This is an optimization exercise on Yosys and OpenROAD, whose aim is a short achievable clock period, few clock cycles and low power, not a production implementation.
Where RTL was checked, it was by simulation tests only, not by an equivalence proof against the original.
No activity file was given, so power comes from the tool's default toggle rates.

==> flow/design.v (excerpt) <==
module armCore (
    input logic clk,
    input logic reset,
    output logic [31:0] adr,
    output logic [31:0] writeData,
    input logic [31:0] readData,
    output logic memWrite
);
    logic [10:2] pc;         
    logic [31:0] ir;
    logic [31:0] opA, opB;   
    logic [31:0] memAdr;     
    logic [10:2] brTarget;   
    logic exDp;              
    logic exMem;             
    logic exStore;           
    logic exBr;              
    logic exSeq;             
    logic flagN, flagZ, flagC, flagV;
    logic [31:0] regs [0:14];
    function automatic logic condTest(input logic [3:0] c, input logic n, input logic z,
                                      input logic cf, input logic v);
        case (c)
            4'b0000: condTest = z;
            4'b0001: condTest = ~z;
            4'b0010: condTest = cf;
            4'b0011: condTest = ~cf;
            4'b0100: condTest = n;
            4'b0101: condTest = ~n;
            4'b0110: condTest = v;
            4'b0111: condTest = ~v;
            4'b1000: condTest = cf & ~z;
            4'b1001: condTest = ~cf | z;
            4'b1010: condTest = (n == v);
            4'b1011: condTest = (n != v);
            4'b1100: condTest = ~z & (n == v);
            4'b1101: condTest = z | (n != v);
            4'b1110: condTest = 1'b1;
            default: condTest = 1'b0;
        endcase
    endfunction
    logic [3:0] rd;
    logic loadBit;
    assign loadBit = ir[20];
    assign rd = ir[15:12];
    logic exAnd, exEor, exOrr, exAdd, exSub;     
    logic exFlagNZ, exFlagCV;                    
    logic [31:0] aluResult;
    logic [32:0] sum;
    logic newN, newZ, newC, newV;
    logic zAdd, zSub, zEor, zAnd, zOrr;
    armAdd32 aluAdd (.a(opA), .b(opB), .cin(exSub), .s(sum));
    assign aluResult = ({32{exAnd}} & (opA & opB)) | ({32{exEor}} & (opA ^ opB))
                     | ({32{exOrr}} & (opA | opB)) | ({32{exAdd | exSub}} & sum[31:0]);
    assign zAdd = ((opA ^ opB) == {opA[30:0] | opB[30:0], 1'b0});
    assign zSub = &(opA ^ opB);
    assign zEor = ((opA ^ opB) == 32'd0);
    assign zAnd = ((opA & opB) == 32'd0);
    assign zOrr = ((opA | opB) == 32'd0);
    assign newZ = (exAnd & zAnd) | (exEor & zEor) | (exOrr & zOrr) | (exAdd & zAdd)
                | (exSub & zSub);
    assign newN = aluResult[31];
    assign newC = sum[32];
  ...
Size: about 2700 cells after synthesis, about 620 flip-flops.
==> module armCore, before the edit <==
module armCore (
    input logic clk,
    input logic reset,
    output logic [31:0] adr,
    output logic [31:0] writeData,
    input logic [31:0] readData,
    output logic memWrite
);
    logic [10:2] pc;         
    logic [31:0] ir;
    logic [31:0] opA, opB;   
    logic [31:0] memAdr;     
    logic [10:2] brTarget;   
    logic exDp;              
    logic exMem;             
    logic exStore;           
    logic exBr;              
    logic exSeq;             
    logic flagN, flagZ, flagC, flagV;
    logic [31:0] regs [0:14];
    function automatic logic condTest(input logic [3:0] c, input logic n, input logic z,
                                      input logic cf, input logic v);
        case (c)
            4'b0000: condTest = z;
            4'b0001: condTest = ~z;
            4'b0010: condTest = cf;
            4'b0011: condTest = ~cf;
            4'b0100: condTest = n;
            4'b0101: condTest = ~n;
            4'b0110: condTest = v;
            4'b0111: condTest = ~v;
            4'b1000: condTest = cf & ~z;
            4'b1001: condTest = ~cf | z;
            4'b1010: condTest = (n == v);
            4'b1011: condTest = (n != v);
            4'b1100: condTest = ~z & (n == v);
            4'b1101: condTest = z | (n != v);
            4'b1110: condTest = 1'b1;
            default: condTest = 1'b0;
        endcase
    endfunction
    logic [3:0] rd;
    logic loadBit;
    assign loadBit = ir[20];
    assign rd = ir[15:12];
    logic exAnd, exEor, exOrr, exAdd, exSub;     
    logic exFlagNZ, exFlagCV;                    
    logic [31:0] aluResult;
    logic [32:0] sum;
    logic newN, newZ, newC, newV;
    logic zAdd, zSub, zEor, zAnd, zOrr;
    armAdd32 aluAdd (.a(opA), .b(opB), .cin(exSub), .s(sum));
    assign aluResult = ({32{exAnd}} & (opA & opB)) | ({32{exEor}} & (opA ^ opB))
                     | ({32{exOrr}} & (opA | opB)) | ({32{exAdd | exSub}} & sum[31:0]);
    assign zAdd = ((opA ^ opB) == {opA[30:0] | opB[30:0], 1'b0});
    assign zSub = &(opA ^ opB);
    assign zEor = ((opA ^ opB) == 32'd0);
    assign zAnd = ((opA & opB) == 32'd0);
    assign zOrr = ((opA | opB) == 32'd0);
    assign newZ = (exAnd & zAnd) | (exEor & zEor) | (exOrr & zOrr) | (exAdd & zAdd)
                | (exSub & zSub);
    assign newN = aluResult[31];
    assign newC = sum[32];
    assign newV = (opA[31] == opB[31]) & (sum[31] != opA[31]);
    logic xN, xZ, xC, xV;    
    assign xN = exFlagNZ ? newN : flagN;
    assign xZ = exFlagNZ ? newZ : flagZ;
    assign xC = exFlagCV ? newC : flagC;
    assign xV = exFlagCV ? newV : flagV;
    logic isLoad, regWrite, pcLoad, exWrite;
    logic [31:0] wbData;
    logic [10:2] fetchAdr;
    assign isLoad = exMem & loadBit;
    assign fetchAdr = exBr ? brTarget : pc;
    assign adr[31:11] = {memAdr[31:12], exMem & memAdr[11]};
    assign adr[10:2] = ({9{exMem}} & memAdr[10:2]) | ({9{exBr}} & brTarget)
                     | ({9{exSeq}} & pc);
    assign adr[1:0] = memAdr[1:0];
    assign writeData = opB;
    assign memWrite = exStore;
    assign wbData = isLoad ? readData : aluResult;
    assign regWrite = exDp | isLoad;
    assign pcLoad = regWrite & (rd == 4'd15);
    assign exWrite = exDp & (rd != 4'd15);    
    always_ff @(posedge clk) begin
        if (regWrite && rd != 4'd15)
            regs[rd] <= wbData;
    end
    logic [3:0] fRn, fRm, fRd, fRb, fCmd;
    logic fSub;
    logic [1:0] fOp;
    logic fImm, fHazard, fValid, fPass;
    logic fDp, fMem, fBr;
    logic [11:2] fR15;
    logic [31:0] fA, fB, fBase;
    logic [32:0] fAdr;
    assign fOp = readData[27:26];
    assign fRn = readData[19:16];
    assign fRd = readData[15:12];
    assign fRm = readData[3:0];
    assign fCmd = readData[24:21];
    assign fSub = (fOp == 2'b00) & (fCmd == 4'b0010);
    assign fRb = (fOp == 2'b01) ? fRd : fRm;
    assign fImm = (fOp == 2'b00) & readData[25];
    assign fR15 = {1'b0, fetchAdr} + 10'd2;
    assign fHazard = (fOp == 2'b01) & exWrite & (rd == fRn);
    assign fValid = ~(exMem | pcLoad | fHazard);
    assign fPass = fValid & condTest(readData[31:28], xN, xZ, xC, xV);
    assign fDp = fPass & (fOp == 2'b00);
    assign fMem = fPass & (fOp == 2'b01);
    assign fBr = fPass & (fOp == 2'b10);
    armAdrAdd adrAdd (.base(fBase), .off(readData[11:0]), .s(fAdr[31:0]));
    assign fAdr[32] = 1'b0;
    always_comb begin
        fBase = (fRn == 4'd15) ? {20'd0, fR15, 2'b00} : regs[fRn];
        if (exWrite && rd == fRn)
            fA = aluResult;
        else
            fA = fBase;
        if (fImm)
            fB = {24'd0, readData[7:0]};
        else if (fRb == 4'd15)
            fB = {20'd0, fR15, 2'b00};
        else if (exWrite && rd == fRb)
            fB = aluResult;
        else
            fB = regs[fRb];
    end
    always_ff @(posedge clk) begin
        ir <= readData;
        opA <= fA;
        opB <= fSub ? ~fB : fB;
        exAnd <= (fCmd == 4'b0000);
        exEor <= (fCmd == 4'b0001);
        exOrr <= (fCmd == 4'b1100);
        exSub <= (fCmd == 4'b0010);
        exAdd <= (fCmd != 4'b0000) & (fCmd != 4'b0001) & (fCmd != 4'b1100)
               & (fCmd != 4'b0010);
        memAdr <= fAdr[31:0];
        brTarget <= fetchAdr + 9'd2 + readData[8:0];    
    end
    always_ff @(posedge clk or posedge reset) begin
        if (reset) begin
            pc <= 9'd0;
            exDp <= 1'b0;
            exFlagNZ <= 1'b0;
            exFlagCV <= 1'b0;
            exMem <= 1'b0;
            exStore <= 1'b0;
            exBr <= 1'b0;
            exSeq <= 1'b1;
        end else begin
            if (pcLoad)
                pc <= wbData[10:2];
            else if (!exMem)
                pc <= fHazard ? fetchAdr : fetchAdr + 9'd1;
            exDp <= fDp;
            exFlagNZ <= fDp & readData[20];
            exFlagCV <= fDp & readData[20] & ((fCmd == 4'b0100) | (fCmd == 4'b0010));
            exMem <= fMem;
            exStore <= fMem & ~readData[20];
            exBr <= fBr;
            exSeq <= ~(fMem | fBr);
        end
    end
    always_ff @(posedge clk or posedge reset) begin
        if (reset) begin
            flagN <= 1'b0;
            flagZ <= 1'b0;
            flagC <= 1'b0;
            flagV <= 1'b0;
        end else begin
            flagN <= xN;
            flagZ <= xZ;
            flagC <= xC;
            flagV <= xV;
        end
    end
endmodule
make LEC_CHECK=0 ABC_CLOCK_PERIOD_IN_PS=2500 CAP_MARGIN=20 CORE_MARGIN=2 CORE_UTILIZATION=40 SETUP_SLACK_MARGIN=3.5 SLEW_MARGIN=20 SYNTH_HIERARCHICAL=1 SYNTH_MINIMUM_KEEP_SIZE=0 finish   # period 7.5 ns
run.sh (not shown) runs the stock make flow with config.mk's settings and CLKGATE_MAP_FILE= SYNTH_SCRIPT=/design/flow/synth_recipe.tcl, a recipe that flattens the netlist after the stock synthesis.
Testbench counts at the start, summed over its fixed seeds: cycles 79,078.
Change:
--- a/flow/design.v
+++ b/flow/design.v
@@ -53,7 +53,5 @@
     logic [10:2] pc;         
     logic [31:0] ir;
-    logic [31:0] opA, opB;   
-    logic [31:0] memAdr;     
-    logic [10:2] brTarget;   
+    logic [31:0] opA, opB;
     logic exDp;              
     logic exMem;             
@@ -116,9 +114,8 @@
     logic [10:2] fetchAdr;
     assign isLoad = exMem & loadBit;
-    assign fetchAdr = exBr ? brTarget : pc;
-    assign adr[31:11] = {memAdr[31:12], exMem & memAdr[11]};
-    assign adr[10:2] = ({9{exMem}} & memAdr[10:2]) | ({9{exBr}} & brTarget)
-                     | ({9{exSeq}} & pc);
-    assign adr[1:0] = memAdr[1:0];
+    assign fetchAdr = exBr ? opA[10:2] : pc;
+    assign adr[31:11] = {opA[31:12], exMem & opA[11]};
+    assign adr[10:2] = exSeq ? pc : opA[10:2];
+    assign adr[1:0] = opA[1:0];
     assign writeData = opB;
     assign memWrite = exStore;
@@ -173,5 +170,9 @@
     always_ff @(posedge clk) begin
         ir <= readData;
-        opA <= fA;
+        case (fOp)
+            2'b01: opA <= fAdr[31:0];
+            2'b10: opA <= {21'd0, fetchAdr + 9'd2 + readData[8:0], 2'b00};   
+            default: opA <= fA;
+        endcase
         opB <= fSub ? ~fB : fB;
         exAnd <= (fCmd == 4'b0000);
@@ -181,6 +182,4 @@
         exAdd <= (fCmd != 4'b0000) & (fCmd != 4'b0001) & (fCmd != 4'b1100)
                & (fCmd != 4'b0010);
-        memAdr <= fAdr[31:0];
-        brTarget <= fetchAdr + 9'd2 + readData[8:0];    
     end
     always_ff @(posedge clk or posedge reset) begin
After rerunning: Routed wire length is lower by about 1.5%; first-iteration DRC count rose by about 2.3%; register-to-register slack got worse by 0.097 ns; core utilization goes down by 0.36 points; final cell count decreases by about 3%; synthesized area came out lower by 1.5%; worst setup slack improved by 0.19 ns; die area goes down by 1.5%; clock power goes down by 9.3%; design area shrinks by 2.5%; via count falls by about 2.7%; non-clock buffer count shrinks by 34.
No functional check of the RTL was part of the second run of this note.

The RTL this note starts from:
==> flow/design.v <==
`default_nettype none
package armPkg;
    localparam int wordWidth = 32;
    localparam int regAddrWidth = 4;
    typedef logic [wordWidth-1:0] word_t;        
    typedef logic [regAddrWidth-1:0] regAddr_t;
    typedef logic [3:0] flags_t;                 
    typedef logic [3:0] cond_t;
    typedef logic [2:0] aluOp_t;
    typedef logic [1:0] immSrc_t;
    typedef enum logic [3:0] {
        FETCH,
        DECODE,
        MEMADR,
        MEMRD,
        MEMWB,
        MEMWR,
        EXECUTER,
        EXECUTEI,
        ALUWB,
        BRANCH
    } ctrlState_t;
    localparam regAddr_t pcReg = 4'd15;
    localparam word_t pcStep = 32'd4;
    localparam logic [1:0] opDataProc = 2'b00;
    localparam logic [1:0] opMemory = 2'b01;
    localparam logic [1:0] opBranch = 2'b10;
    localparam logic [3:0] cmdAnd = 4'b0000;
    localparam logic [3:0] cmdEor = 4'b0001;
    localparam logic [3:0] cmdSub = 4'b0010;
    localparam logic [3:0] cmdAdd = 4'b0100;
    localparam logic [3:0] cmdOrr = 4'b1100;
    localparam aluOp_t aluAdd = 3'd0;
    localparam aluOp_t aluSub = 3'd1;
    localparam aluOp_t aluAnd = 3'd2;
    localparam aluOp_t aluOrr = 3'd3;
    localparam aluOp_t aluEor = 3'd4;
    localparam immSrc_t immDp8 = 2'b00;      
    localparam immSrc_t immMem12 = 2'b01;    
    localparam immSrc_t immBranch = 2'b10;   
endpackage
`default_nettype wire
`timescale 1ns/1ps
`default_nettype none
module armCore (
    input logic clk,
    input logic reset,
    output logic [31:0] adr,
    output logic [31:0] writeData,
    input logic [31:0] readData,
    output logic memWrite
);
    logic [10:2] pc;         
    logic [31:0] ir;
    logic [31:0] opA, opB;
    logic exDp;              
    logic exMem;             
    logic exStore;           
    logic exBr;              
    logic exSeq;             
    logic flagN, flagZ, flagC, flagV;
    logic [31:0] regs [0:14];
    function automatic logic condTest(input logic [3:0] c, input logic n, input logic z,
                                      input logic cf, input logic v);
        case (c)
            4'b0000: condTest = z;
            4'b0001: condTest = ~z;
            4'b0010: condTest = cf;
            4'b0011: condTest = ~cf;
            4'b0100: condTest = n;
            4'b0101: condTest = ~n;
            4'b0110: condTest = v;
            4'b0111: condTest = ~v;
            4'b1000: condTest = cf & ~z;
            4'b1001: condTest = ~cf | z;
            4'b1010: condTest = (n == v);
            4'b1011: condTest = (n != v);
            4'b1100: condTest = ~z & (n == v);
            4'b1101: condTest = z | (n != v);
            4'b1110: condTest = 1'b1;
            default: condTest = 1'b0;
        endcase
    endfunction
    logic [3:0] rd;
    logic loadBit;
    assign loadBit = ir[20];
    assign rd = ir[15:12];
    logic exAnd, exEor, exOrr, exAdd, exSub;     
    logic exFlagNZ, exFlagCV;                    
    logic [31:0] aluResult;
    logic [32:0] sum;
    logic newN, newZ, newC, newV, carry31;
    logic zAdd, zSub, zEor, zAnd, zOrr;
    armAdd32 aluAdd (.a(opA), .b(opB), .cin(exSub), .s(sum), .c31(carry31));
    assign aluResult = ({32{exAnd}} & (opA & opB)) | ({32{exEor}} & (opA ^ opB))
                     | ({32{exOrr}} & (opA | opB)) | ({32{exAdd | exSub}} & sum[31:0]);
    assign zAdd = ((opA ^ opB) == {opA[30:0] | opB[30:0], 1'b0});
    assign zSub = &(opA ^ opB);
    assign zEor = ((opA ^ opB) == 32'd0);
    assign zAnd = ((opA & opB) == 32'd0);
    assign zOrr = ((opA | opB) == 32'd0);
    assign newZ = (exAnd & zAnd) | (exEor & zEor) | (exOrr & zOrr) | (exAdd & zAdd)
                | (exSub & zSub);
    assign newN = (exAdd | exSub) ? (opA[31] ^ opB[31] ^ carry31) : aluResult[31];
    assign newC = sum[32];
    assign newV = (opA[31] == opB[31]) & (carry31 != opA[31]);
    logic xN, xZ, xC, xV;    
    assign xN = exFlagNZ ? newN : flagN;
    assign xZ = exFlagNZ ? newZ : flagZ;
    assign xC = exFlagCV ? newC : flagC;
    assign xV = exFlagCV ? newV : flagV;
    logic isLoad, regWrite, pcLoad, exWrite;
    logic [31:0] wbData;
    logic [10:2] fetchAdr;
    assign isLoad = exMem & loadBit;
    assign fetchAdr = exBr ? opA[10:2] : pc;
    assign adr[31:11] = {opA[31:12], exMem & opA[11]};
    assign adr[10:2] = exSeq ? pc : opA[10:2];
    assign adr[1:0] = opA[1:0];
    assign writeData = opB;
    assign memWrite = exStore;
    assign wbData = isLoad ? readData : aluResult;
    assign regWrite = exDp | isLoad;
    assign pcLoad = regWrite & (rd == 4'd15);
    assign exWrite = exDp & (rd != 4'd15);    
    always_ff @(posedge clk) begin
        if (regWrite && rd != 4'd15)
            regs[rd] <= wbData;
    end
    logic [3:0] fRn, fRm, fRd, fRb, fCmd;
    logic fSub;
    logic [1:0] fOp;
    logic fImm, fHazard, fValid, fPass;
    logic fDp, fMem, fBr;
    logic [11:2] fR15;
    logic [31:0] fA, fB, fBase, fRegB;
    logic [511:0] regView;    
    always_comb begin
        for (int r = 0; r < 15; r++)
            regView[32 * r +: 32] = regs[r];
        regView[511:480] = {20'd0, fR15, 2'b00};
    end
    armRead16 readA (.d(regView), .s(fRn), .q(fBase));
    armRead16 readB (.d(regView), .s(fRb), .q(fRegB));
    logic [32:0] fAdr;
    assign fOp = readData[27:26];
    assign fRn = readData[19:16];
    assign fRd = readData[15:12];
    assign fRm = readData[3:0];
    assign fCmd = readData[24:21];
    assign fSub = (fOp == 2'b00) & (fCmd == 4'b0010);
    assign fRb = (fOp == 2'b01) ? fRd : fRm;
    assign fImm = (fOp == 2'b00) & readData[25];
    assign fR15 = exBr ? {1'b0, opA[10:2]} + 10'd2 : {1'b0, pc} + 10'd2;
    assign fHazard = (fOp == 2'b01) & exWrite & (rd == fRn);
    assign fValid = ~(exMem | pcLoad | fHazard);
    logic [15:0] fCondTable;
    logic fCond;
    always_comb begin
        for (int k = 0; k < 16; k++)
            fCondTable[k] = condTest(readData[31:28], k[3], k[2], k[1], k[0]);
    end
    armPass passSel (.t(fCondTable), .n(xN), .z(xZ), .c(xC), .v(xV), .p(fCond));
    assign fPass = fValid & fCond;
    assign fDp = fPass & (fOp == 2'b00);
    assign fMem = fPass & (fOp == 2'b01);
    assign fBr = fPass & (fOp == 2'b10);
    armAdrAdd adrAdd (.base(fBase), .off(readData[11:0]), .s(fAdr[31:0]));
    assign fAdr[32] = 1'b0;
    always_comb begin
        if (exWrite && rd == fRn)
            fA = aluResult;
        else
            fA = fBase;
        if (fImm)
            fB = {24'd0, readData[7:0]};
        else if (exWrite && rd == fRb)
            fB = aluResult;
        else
            fB = fRegB;
    end
    always_ff @(posedge clk) begin
        ir <= readData;
        case (fOp)
            2'b01: opA <= fAdr[31:0];
            2'b10: opA <= {21'd0, fetchAdr + 9'd2 + readData[8:0], 2'b00};   
            default: opA <= fA;
        endcase
        opB <= fSub ? ~fB : fB;
        exAnd <= (fCmd == 4'b0000);
        exEor <= (fCmd == 4'b0001);
        exOrr <= (fCmd == 4'b1100);
        exSub <= (fCmd == 4'b0010);
        exAdd <= (fCmd != 4'b0000) & (fCmd != 4'b0001) & (fCmd != 4'b1100)
               & (fCmd != 4'b0010);
    end
    always_ff @(posedge clk or posedge reset) begin
        if (reset) begin
            pc <= 9'd0;
            exDp <= 1'b0;
            exFlagNZ <= 1'b0;
            exFlagCV <= 1'b0;
            exMem <= 1'b0;
            exStore <= 1'b0;
            exBr <= 1'b0;
            exSeq <= 1'b1;
        end else begin
            if (pcLoad)
                pc <= wbData[10:2];
            else if (!exMem)
                pc <= fHazard ? fetchAdr : fetchAdr + 9'd1;
            exDp <= fDp;
            exFlagNZ <= fDp & readData[20];
            exFlagCV <= fDp & readData[20] & ((fCmd == 4'b0100) | (fCmd == 4'b0010));
            exMem <= fMem;
            exStore <= fMem & ~readData[20];
            exBr <= fBr;
            exSeq <= ~(fMem | fBr);
        end
    end
    always_ff @(posedge clk or posedge reset) begin
        if (reset) begin
            flagN <= 1'b0;
            flagZ <= 1'b0;
            flagC <= 1'b0;
            flagV <= 1'b0;
        end else begin
            flagN <= xN;
            flagZ <= xZ;
            flagC <= xC;
            flagV <= xV;
        end
    end
endmodule
module armRead16 (
    input logic [511:0] d,
    input logic [3:0] s,
    output logic [31:0] q
);
    assign q = d[32 * s +: 32];
endmodule
module armAdrAdd (
    input logic [31:0] base,
    input logic [11:0] off,
    output logic [31:0] s
);
    logic c12;
    logic [31:12] ones, inc;
    armKs #(.N(12)) lo (.a(base[11:0]), .b(off), .cin(1'b0), .s(s[11:0]), .cout(c12), .cmsb());
    always_comb begin
        ones = base[31:12];
        for (int d = 1; d < 20; d = d * 2) begin
            for (int i = 31; i >= 12 + d; i--)
                ones[i] = ones[i] & ones[i - d];
        end
        inc = base[31:12] ^ {ones[30:12], 1'b1};
    end
    assign s[31:12] = c12 ? inc : base[31:12];
endmodule
module armAdd32 (
    input logic [31:0] a,
    input logic [31:0] b,
    input logic cin,
    output logic [32:0] s,
    output logic c31           
);
    armKs #(.N(32)) add (.a(a), .b(b), .cin(cin), .s(s[31:0]), .cout(s[32]), .cmsb(c31));
endmodule
module armKs #(
    parameter int N = 32
) (
    input logic [N-1:0] a,
    input logic [N-1:0] b,
    input logic cin,
    output logic [N-1:0] s,
    output logic cout,
    output logic cmsb          
);
    localparam int L = $clog2(N);
    logic [N-1:0] p0;
    logic [N-1:0] g [0:L];
    logic [N-1:0] p [0:L];
    assign p0 = a ^ b;
    assign g[0] = (a & b) | {{(N - 1){1'b0}}, p0[0] & cin};
    assign p[0] = p0;
    for (genvar l = 0; l < L; l++) begin : level
        for (genvar i = 0; i < N; i++) begin : bit_
            if (i >= (1 << l)) begin : node
                armPg pg (.gh(g[l][i]), .ph(p[l][i]), .gl(g[l][i - (1 << l)]),
                          .pl(p[l][i - (1 << l)]), .g(g[l + 1][i]), .p(p[l + 1][i]));
            end else begin : pass
                assign g[l + 1][i] = g[l][i];
                assign p[l + 1][i] = p[l][i];
            end
        end
    end
    assign s = p0 ^ {g[L][N-2:0], cin};
    assign cout = g[L][N-1];
    assign cmsb = g[L][N-2];
endmodule
module armPass (
    input logic [15:0] t,
    input logic n,
    input logic z,
    input logic c,
    input logic v,
    output logic p
);
    assign p = t[{n, z, c, v}];
endmodule
module armPg (
    input logic gh,
    input logic ph,
    input logic gl,
    input logic pl,
    output logic g,
    output logic p
);
    assign g = gh | (ph & gl);
    assign p = ph & pl;
endmodule
`default_nettype wire
Settings: LEC_CHECK=0, ABC_CLOCK_PERIOD_IN_PS=2500, CAP_MARGIN=20, CORE_MARGIN=2, CORE_UTILIZATION=40, CTS_BUF_LIST=sky130_fd_sc_hd__clkbuf_16, CTS_CLUSTER_DIAMETER=60, CTS_CLUSTER_SIZE=30, SETUP_SLACK_MARGIN=3.5, SLEW_MARGIN=20, SYNTH_HIERARCHICAL=1, SYNTH_MINIMUM_KEEP_SIZE=0; clock period 7.5 ns.
==> next run, changes <==
--- a/flow/design.v
+++ b/flow/design.v
@@ -86,27 +86,27 @@
     assign loadBit = ir[20];
     assign rd = ir[15:12];
     logic exAnd, exEor, exOrr, exAdd, exSub;     
     logic exFlagNZ, exFlagCV;                    
     logic [31:0] aluResult;
     logic [32:0] sum;
-    logic newN, newZ, newC, newV, carry31;
+    logic newN, newZ, newC, newV;
     logic zAdd, zSub, zEor, zAnd, zOrr;
-    armAdd32 aluAdd (.a(opA), .b(opB), .cin(exSub), .s(sum), .c31(carry31));
+    armAdd32 aluAdd (.a(opA), .b(opB), .cin(exSub), .s(sum));
     assign aluResult = ({32{exAnd}} & (opA & opB)) | ({32{exEor}} & (opA ^ opB))
                      | ({32{exOrr}} & (opA | opB)) | ({32{exAdd | exSub}} & sum[31:0]);
     assign zAdd = ((opA ^ opB) == {opA[30:0] | opB[30:0], 1'b0});
     assign zSub = &(opA ^ opB);
     assign zEor = ((opA ^ opB) == 32'd0);
     assign zAnd = ((opA & opB) == 32'd0);
     assign zOrr = ((opA | opB) == 32'd0);
     assign newZ = (exAnd & zAnd) | (exEor & zEor) | (exOrr & zOrr) | (exAdd & zAdd)
                 | (exSub & zSub);
-    assign newN = (exAdd | exSub) ? (opA[31] ^ opB[31] ^ carry31) : aluResult[31];
+    assign newN = aluResult[31];
     assign newC = sum[32];
-    assign newV = (opA[31] == opB[31]) & (carry31 != opA[31]);
+    assign newV = (opA[31] == opB[31]) & (sum[31] != opA[31]);
     logic xN, xZ, xC, xV;    
     assign xN = exFlagNZ ? newN : flagN;
     assign xZ = exFlagNZ ? newZ : flagZ;
     assign xC = exFlagCV ? newC : flagC;
     assign xV = exFlagCV ? newV : flagV;
     logic isLoad, regWrite, pcLoad, exWrite;
@@ -148,23 +148,16 @@
     assign fRd = readData[15:12];
     assign fRm = readData[3:0];
     assign fCmd = readData[24:21];
     assign fSub = (fOp == 2'b00) & (fCmd == 4'b0010);
     assign fRb = (fOp == 2'b01) ? fRd : fRm;
     assign fImm = (fOp == 2'b00) & readData[25];
-    assign fR15 = exBr ? {1'b0, opA[10:2]} + 10'd2 : {1'b0, pc} + 10'd2;
+    assign fR15 = {1'b0, fetchAdr} + 10'd2;
     assign fHazard = (fOp == 2'b01) & exWrite & (rd == fRn);
     assign fValid = ~(exMem | pcLoad | fHazard);
-    logic [15:0] fCondTable;
-    logic fCond;
-    always_comb begin
-        for (int k = 0; k < 16; k++)
-            fCondTable[k] = condTest(readData[31:28], k[3], k[2], k[1], k[0]);
-    end
-    armPass passSel (.t(fCondTable), .n(xN), .z(xZ), .c(xC), .v(xV), .p(fCond));
-    assign fPass = fValid & fCond;
+    assign fPass = fValid & condTest(readData[31:28], xN, xZ, xC, xV);
     assign fDp = fPass & (fOp == 2'b00);
     assign fMem = fPass & (fOp == 2'b01);
     assign fBr = fPass & (fOp == 2'b10);
     armAdrAdd adrAdd (.base(fBase), .off(readData[11:0]), .s(fAdr[31:0]));
     assign fAdr[32] = 1'b0;
     always_comb begin
@@ -243,13 +236,13 @@
     input logic [31:0] base,
     input logic [11:0] off,
     output logic [31:0] s
 );
     logic c12;
     logic [31:12] ones, inc;
-    armKs #(.N(12)) lo (.a(base[11:0]), .b(off), .cin(1'b0), .s(s[11:0]), .cout(c12), .cmsb());
+    armKs #(.N(12)) lo (.a(base[11:0]), .b(off), .cin(1'b0), .s(s[11:0]), .cout(c12));
     always_comb begin
         ones = base[31:12];
         for (int d = 1; d < 20; d = d * 2) begin
             for (int i = 31; i >= 12 + d; i--)
                 ones[i] = ones[i] & ones[i - d];
         end
@@ -258,26 +251,24 @@
     assign s[31:12] = c12 ? inc : base[31:12];
 endmodule
 module armAdd32 (
     input logic [31:0] a,
     input logic [31:0] b,
     input logic cin,
-    output logic [32:0] s,
-    output logic c31           
+    output logic [32:0] s
 );
-    armKs #(.N(32)) add (.a(a), .b(b), .cin(cin), .s(s[31:0]), .cout(s[32]), .cmsb(c31));
+    armKs #(.N(32)) add (.a(a), .b(b), .cin(cin), .s(s[31:0]), .cout(s[32]));
 endmodule
 module armKs #(
     parameter int N = 32
 ) (
     input logic [N-1:0] a,
     input logic [N-1:0] b,
     input logic cin,
     output logic [N-1:0] s,
-    output logic cout,
-    output logic cmsb          
+    output logic cout
 );
     localparam int L = $clog2(N);
     logic [N-1:0] p0;
     logic [N-1:0] g [0:L];
     logic [N-1:0] p [0:L];
     assign p0 = a ^ b;
@@ -293,23 +284,12 @@
                 assign p[l + 1][i] = p[l][i];
             end
         end
     end
     assign s = p0 ^ {g[L][N-2:0], cin};
     assign cout = g[L][N-1];
-    assign cmsb = g[L][N-2];
-endmodule
-module armPass (
-    input logic [15:0] t,
-    input logic n,
-    input logic z,
-    input logic c,
-    input logic v,
-    output logic p
-);
-    assign p = t[{n, z, c, v}];
 endmodule
 module armPg (
     input logic gh,
     input logic ph,
     input logic gl,
     input logic pl,
After rerunning:
- The new run completed without violations
- worst setup slack degrades by 220 ps
- core utilization increases by 0.31 points
- final area is about the same
- count of clock-buffer cells in the layout decreases by 1
- wire length increases by a little under a tenth
- die area decreases slightly
No functional check of the RTL was part of any run of this note.

-- separate check: timing with driven ports --
The flow's constraints put no driver on any port. The routed layouts listed below were extracted and timed again, unchanged, in two steps. Step 1 sets driving cells, clkbuf_16 on the clock port and buf_2 on the other inputs (assumed; they add their load-dependent delay and slew). Step 2 times the ports against the registers' clock, not the clock port: input delays grow and output delays shrink by t, the midpoint of the rising clock arrivals with the driver on. a / b / c = ideal / step 1 / step 2; a / b = the first two.
| run | t (ns) | setup WS [ns] | worst setup path after step 2 | worst data-port slew with drivers (ns) |
|---|---|---|---|---|
| the first run of note 1 | 0.675 | 3.108 / 2.899 / 2.223 | input to register | 0.30 |
| the second run of note 1 | 0.690 | 3.293 / 2.934 / 2.244 | input to register | 0.45 |
| the first run of note 2 | 0.684 | 3.322 / 3.162 / 2.477 | input to register | 0.28 |
| the second run of note 2 | 0.704 | 3.099 / 3.099 / 2.402 | input to register | 0.27 |
After both steps every run listed still meets setup and hold. For the second run of note 1, which loses most, drivers alone change the setup slack by -0.359 ns; drivers and shift together by -1.049 ns.
